This design comes from an exercise in tuning for small area on the open sky130 flow, not from production work.
The RTL was checked by simulation tests, not by an equivalence proof against the original design.
Power figures rest on the tool's default switching activity, not on a simulated workload.

Setup of north:
Design register_file_mp, start of the top module:
module register_file_mp #(
  parameter int DATA_WIDTH = 32,
  parameter int ADDR_WIDTH = 5,
  parameter int NUM_READ   = 2,
  parameter int ZERO_REG   = 1,
  parameter int BYPASS     = 1
) (
  input  logic                           clock,
  input  logic                           reset,
  input  logic [NUM_READ*ADDR_WIDTH-1:0] read_reg,
  output logic [NUM_READ*DATA_WIDTH-1:0] read_data,
  input  logic                           write_enable_0,
  input  logic [ADDR_WIDTH-1:0]          write_reg_0,
  input  logic [DATA_WIDTH-1:0]          write_data_0,
  input  logic                           write_enable_1,
  input  logic [ADDR_WIDTH-1:0]          write_reg_1,
  input  logic [DATA_WIDTH-1:0]          write_data_1
);
Settings: LEC_CHECK=0, ABC_CLOCK_PERIOD_IN_PS=5000, CAP_MARGIN=20, CORE_MARGIN=2, CORE_UTILIZATION=40, SETUP_SLACK_MARGIN=0.1, SLEW_MARGIN=20, SYNTH_HIERARCHICAL=1; clock period 8.0 ns.
standard.sh (not shown) runs the stock make flow with config.mk's settings and CLKGATE_MAP_FILE= SYNTH_SCRIPT=/design/flow/synth_recipe.tcl, a recipe that flattens the netlist after the stock synthesis.
==> flow/flow/run.sh <==
#!/bin/bash
# The standard layout (the standard.sh, ORFS from synthesis to the final layout) with these
# ORFS settings added:
#  - every port gets a sky130_fd_sc_hd__buf_1 as its port buffer, in place of the delay buffer
#    that buffer_ports picks by itself;
#  - clock tree synthesis runs with its usual arguments, larger sink clusters and clkbuf_16
#    buffers only, and without dummy loads;
#  - at the end of floorplanning, flow/downsize.tcl sets each logic gate that synthesis sized
#    up but that drives at most two pins back to the smallest cell of its function; timing
#    repair later in the flow sizes up again wherever a path needs it.
# make's full output goes to make.log here; ORFS's per-step logs stay under orfs/logs/.
set -euo pipefail
cd "$(dirname "$0")/.."
cts_args="-sink_clustering_enable -repair_clock_nets -dont_use_dummy_load"
cts_args+=" -sink_clustering_size 27 -sink_clustering_max_diameter 75"
cts_args+=" -buf_list sky130_fd_sc_hd__clkbuf_16"
bash standard.sh \
  "BUFFER_PORTS_ARGS=-buffer_cell sky130_fd_sc_hd__buf_1" \
  "CTS_ARGS=$cts_args" \
  "POST_FLOORPLAN_TCL=$PWD/flow/downsize.tcl" \
  finish > make.log 2>&1
Other scripts of this flow, unchanged in this note and not shown: flow/flow/downsize.tcl
Changes in south relative to north:
==> flow/flow/run.sh <==
#!/bin/bash
# The standard layout (the standard.sh, ORFS from synthesis to the final layout) with these
# ORFS settings added:
#  - every port gets a sky130_fd_sc_hd__buf_2 as its port buffer, in place of the delay buffer
#    that buffer_ports picks by itself;
#  - clock tree synthesis runs with its usual arguments, larger sink clusters and clkbuf_16
#    buffers only, and without dummy loads;
#  - at the end of floorplanning, and again after global placement (whose repair sizes up the
#    drivers of long nets and then buffers those nets too), flow/downsize.tcl sets each logic
#    gate that is sized up but drives at most two pins back to the smallest cell of its
#    function; timing repair later in the flow sizes up again wherever a path needs it.
# make's full output goes to make.log here; ORFS's per-step logs stay under orfs/logs/.
set -euo pipefail
cd "$(dirname "$0")/.."
cts_args="-sink_clustering_enable -repair_clock_nets -dont_use_dummy_load"
cts_args+=" -sink_clustering_size 27 -sink_clustering_max_diameter 100"
cts_args+=" -buf_list sky130_fd_sc_hd__clkbuf_16"
bash standard.sh \
  "BUFFER_PORTS_ARGS=-buffer_cell sky130_fd_sc_hd__buf_2" \
  "CTS_ARGS=$cts_args" \
  "POST_FLOORPLAN_TCL=$PWD/flow/downsize.tcl" \
  "POST_GLOBAL_PLACE_TCL=$PWD/flow/downsize.tcl" \
  finish > make.log 2>&1
[summary]
- Re count of unique library cells instantiated by Yosys: no difference whatsoever between north and south.
- Going from north to south, the via count of the first global-routing pass was found to have gone down by 359.
- Sort north and south by share of total power consumed by net switching asc -> top: north
- Post-route worst setup slack on south is ahead of north.
- The count of nets after finishing in south sits 87 below the value recorded for north.
- north reports its beginning of the critical path as read_reg[0] while south reports read_reg[7].
- north and south all finish clean.
- | wire length of the first global-routing pass | higher: south |

---

Starting RTL as in the previous note.
==> flow/config.mk <==
export PLATFORM = sky130hd
export DESIGN_NAME = register_file_mp
export DESIGN_NICKNAME = register_file_mp
export VERILOG_FILES = /design/flow/design.v
export SDC_FILE = /design/flow/constraint.sdc
export NUM_CORES = 8
export LEC_CHECK = 0
export ABC_CLOCK_PERIOD_IN_PS = 5000
export CAP_MARGIN = 20
export CORE_MARGIN = 2
export CORE_UTILIZATION = 40
export SETUP_SLACK_MARGIN = 0.1
export SLEW_MARGIN = 20
export SYNTH_HIERARCHICAL = 1
==> flow/constraint.sdc <==
create_clock -name core_clock -period 8.0 [get_ports {clock}]
set_input_delay 1.6000 -clock core_clock [delete_from_list [all_inputs] [get_ports {clock}]]
set_output_delay 1.6000 -clock core_clock [all_outputs]
set_load 0.01 [all_outputs]
==> flow/flow/run.sh <==
#!/bin/bash
# The standard layout (the standard.sh, ORFS from synthesis to the final layout) with these
# ORFS settings added:
#  - every port gets a sky130_fd_sc_hd__buf_2 as its port buffer, in place of the delay buffer
#    that buffer_ports picks by itself;
#  - clock tree synthesis runs with its usual arguments, larger sink clusters and clkbuf_16
#    buffers only, and without dummy loads;
#  - at the end of floorplanning, flow/downsize.tcl sets each logic gate that synthesis sized
#    up but that drives at most two pins back to the smallest cell of its function; timing
#    repair later in the flow sizes up again wherever a path needs it.
# make's full output goes to make.log here; ORFS's per-step logs stay under orfs/logs/.
set -euo pipefail
cd "$(dirname "$0")/.."
cts_args="-sink_clustering_enable -repair_clock_nets -dont_use_dummy_load"
cts_args+=" -sink_clustering_size 27 -sink_clustering_max_diameter 100"
cts_args+=" -buf_list sky130_fd_sc_hd__clkbuf_16"
bash standard.sh \
  "BUFFER_PORTS_ARGS=-buffer_cell sky130_fd_sc_hd__buf_2" \
  "CTS_ARGS=$cts_args" \
  "POST_FLOORPLAN_TCL=$PWD/flow/downsize.tcl" \
  finish > make.log 2>&1
==> flow/flow/downsize.tcl <==
# Downsize logic gates that synthesis sized up but that drive at most MAXFO pins, to the smallest
# cell of the same function. Timing repair later in the flow sizes up again where needed.
set maxfo 2
if {[info exists ::env(DOWNSIZE_MAX_FANOUT)]} { set maxfo $::env(DOWNSIZE_MAX_FANOUT) }
set db [ord::get_db]
set block [ord::get_db_block]
set n 0
set saved 0.0
foreach inst [$block getInsts] {
  set m [$inst getMaster]
  set name [$m getName]
  if {![regexp {^sky130_fd_sc_hd__([a-z0-9]+)_([0-9]+)$} $name -> base size]} continue
  if {$size <= 1} continue
  if {[regexp {^(buf|clkbuf|clkinv|inv|bufinv|clkdlybuf|dlygate|df|edf|sdf|dl|conb|tap|fill|decap|diode)} $base]} continue
  set fo 0
  set ok 1
  foreach it [$inst getITerms] {
    if {[$it isOutputSignal]} {
      set net [$it getNet]
      if {$net eq "NULL"} { set ok 0; break }
      if {[llength [$net getBTerms]] > 0} { set ok 0 }
      incr fo [expr {[llength [$net getITerms]] - 1}]
    }
  }
  if {!$ok || $fo > $maxfo} continue
  set best ""
  foreach s {0 1} {
    set cand [$db findMaster "sky130_fd_sc_hd__${base}_$s"]
    if {$cand ne "NULL"} { set best $cand; break }
  }
  if {$best eq "" || [$best getName] eq $name} continue
  if {[$best getWidth] >= [$m getWidth]} continue
  set saved [expr {$saved + ([$m getWidth] - [$best getWidth]) * [$m getHeight] / 1e6}]
  $inst swapMaster $best
  incr n
}
puts "downsize: $n instances, [format %.1f $saved] um2"
The starting point went through all stages and came out clean.
Rerun with:
--- a/flow/flow/run.sh
+++ b/flow/flow/run.sh
@@ -15 +15 @@
-cts_args+=" -sink_clustering_size 27 -sink_clustering_max_diameter 100"
+cts_args+=" -sink_clustering_size 27 -sink_clustering_max_diameter 75"
Outcome: Worst hold slack is about the same; clock skew does not change; utilization rises by 0.21 points.
Rerun with:
--- a/flow/flow/run.sh
+++ b/flow/flow/run.sh
@@ -6,5 +6,6 @@
-#  - clock tree synthesis runs with its usual arguments, larger sink clusters and clkbuf_16
-#    buffers only, and without dummy loads;
-#  - at the end of floorplanning, flow/downsize.tcl sets each logic gate that synthesis sized
-#    up but that drives at most two pins back to the smallest cell of its function; timing
-#    repair later in the flow sizes up again wherever a path needs it.
+#  - clock tree synthesis runs with its usual arguments, larger sink clusters, buf_12 buffers
+#    (smaller than clkbuf_16 for the same drive) and no dummy loads;
+#  - at the end of floorplanning, and again after global placement (whose repair sizes up the
+#    drivers of long nets and then buffers those nets too), flow/downsize.tcl sets each logic
+#    gate that is sized up but drives at most two pins back to the smallest cell of its
+#    function; timing repair later in the flow sizes up again wherever a path needs it.
@@ -15,2 +16,2 @@
-cts_args+=" -sink_clustering_size 27 -sink_clustering_max_diameter 75"
-cts_args+=" -buf_list sky130_fd_sc_hd__clkbuf_16"
+cts_args+=" -sink_clustering_size 25 -sink_clustering_max_diameter 100"
+cts_args+=" -buf_list sky130_fd_sc_hd__buf_12"
@@ -20,0 +22 @@
+  "POST_GLOBAL_PLACE_TCL=$PWD/flow/downsize.tcl" \
--- a/flow/flow/downsize.tcl
+++ b/flow/flow/downsize.tcl
@@ -1 +1 @@
-# Downsize logic gates that synthesis sized up but that drive at most MAXFO pins, to the smallest
+# Downsize logic gates that are sized up but drive at most MAXFO pins, to the smallest
=>
- The changed run went through all stages and came out clean
- worst hold slack improved by 0.0056 ns
- via count rose by about 0.65%
- register-to-register slack hardly moves

==> what the ideal ports hide <==
The results above use ideal ports. As a check the final layouts listed here were re-extracted and re-timed, cells and wires unchanged.
Step 1, drivers: a clkbuf_16 drives clock and a buf_2 each remaining input, both assumed.
Step 2 moves the port delays by t, midway between the first and last clock arrival at a register: inputs arrive t later, outputs are due t later. That takes back most of the time a late clock gives input paths.
a / b / c = no drivers / after step 1 / after step 2; a / b = the first two.
| run | t, ns | slack for setup (ns) | worst register clock-pin slew, ns |
|---|---|---|---|
| north | 0.791 | 0.879 / 0.855 / 0.855 | 0.12 / 0.12 |
| south | 0.754 | 0.978 / 0.958 / 0.958 | 0.12 / 0.12 |
| the first run of note 2 | 0.778 | 0.934 / 0.909 / 0.909 | 0.12 / 0.12 |
| the second run of note 2 | 0.789 | 0.886 / 0.862 / 0.862 | 0.12 / 0.12 |
| the third run of note 2 | 0.730 | 0.898 / 0.878 / 0.878 | 0.12 / 0.12 |
After both steps setup and hold are still met in every run listed. For the first run of note 2, which loses most, drivers alone change the setup slack by -0.025 ns; drivers and shift together by -0.025 ns.
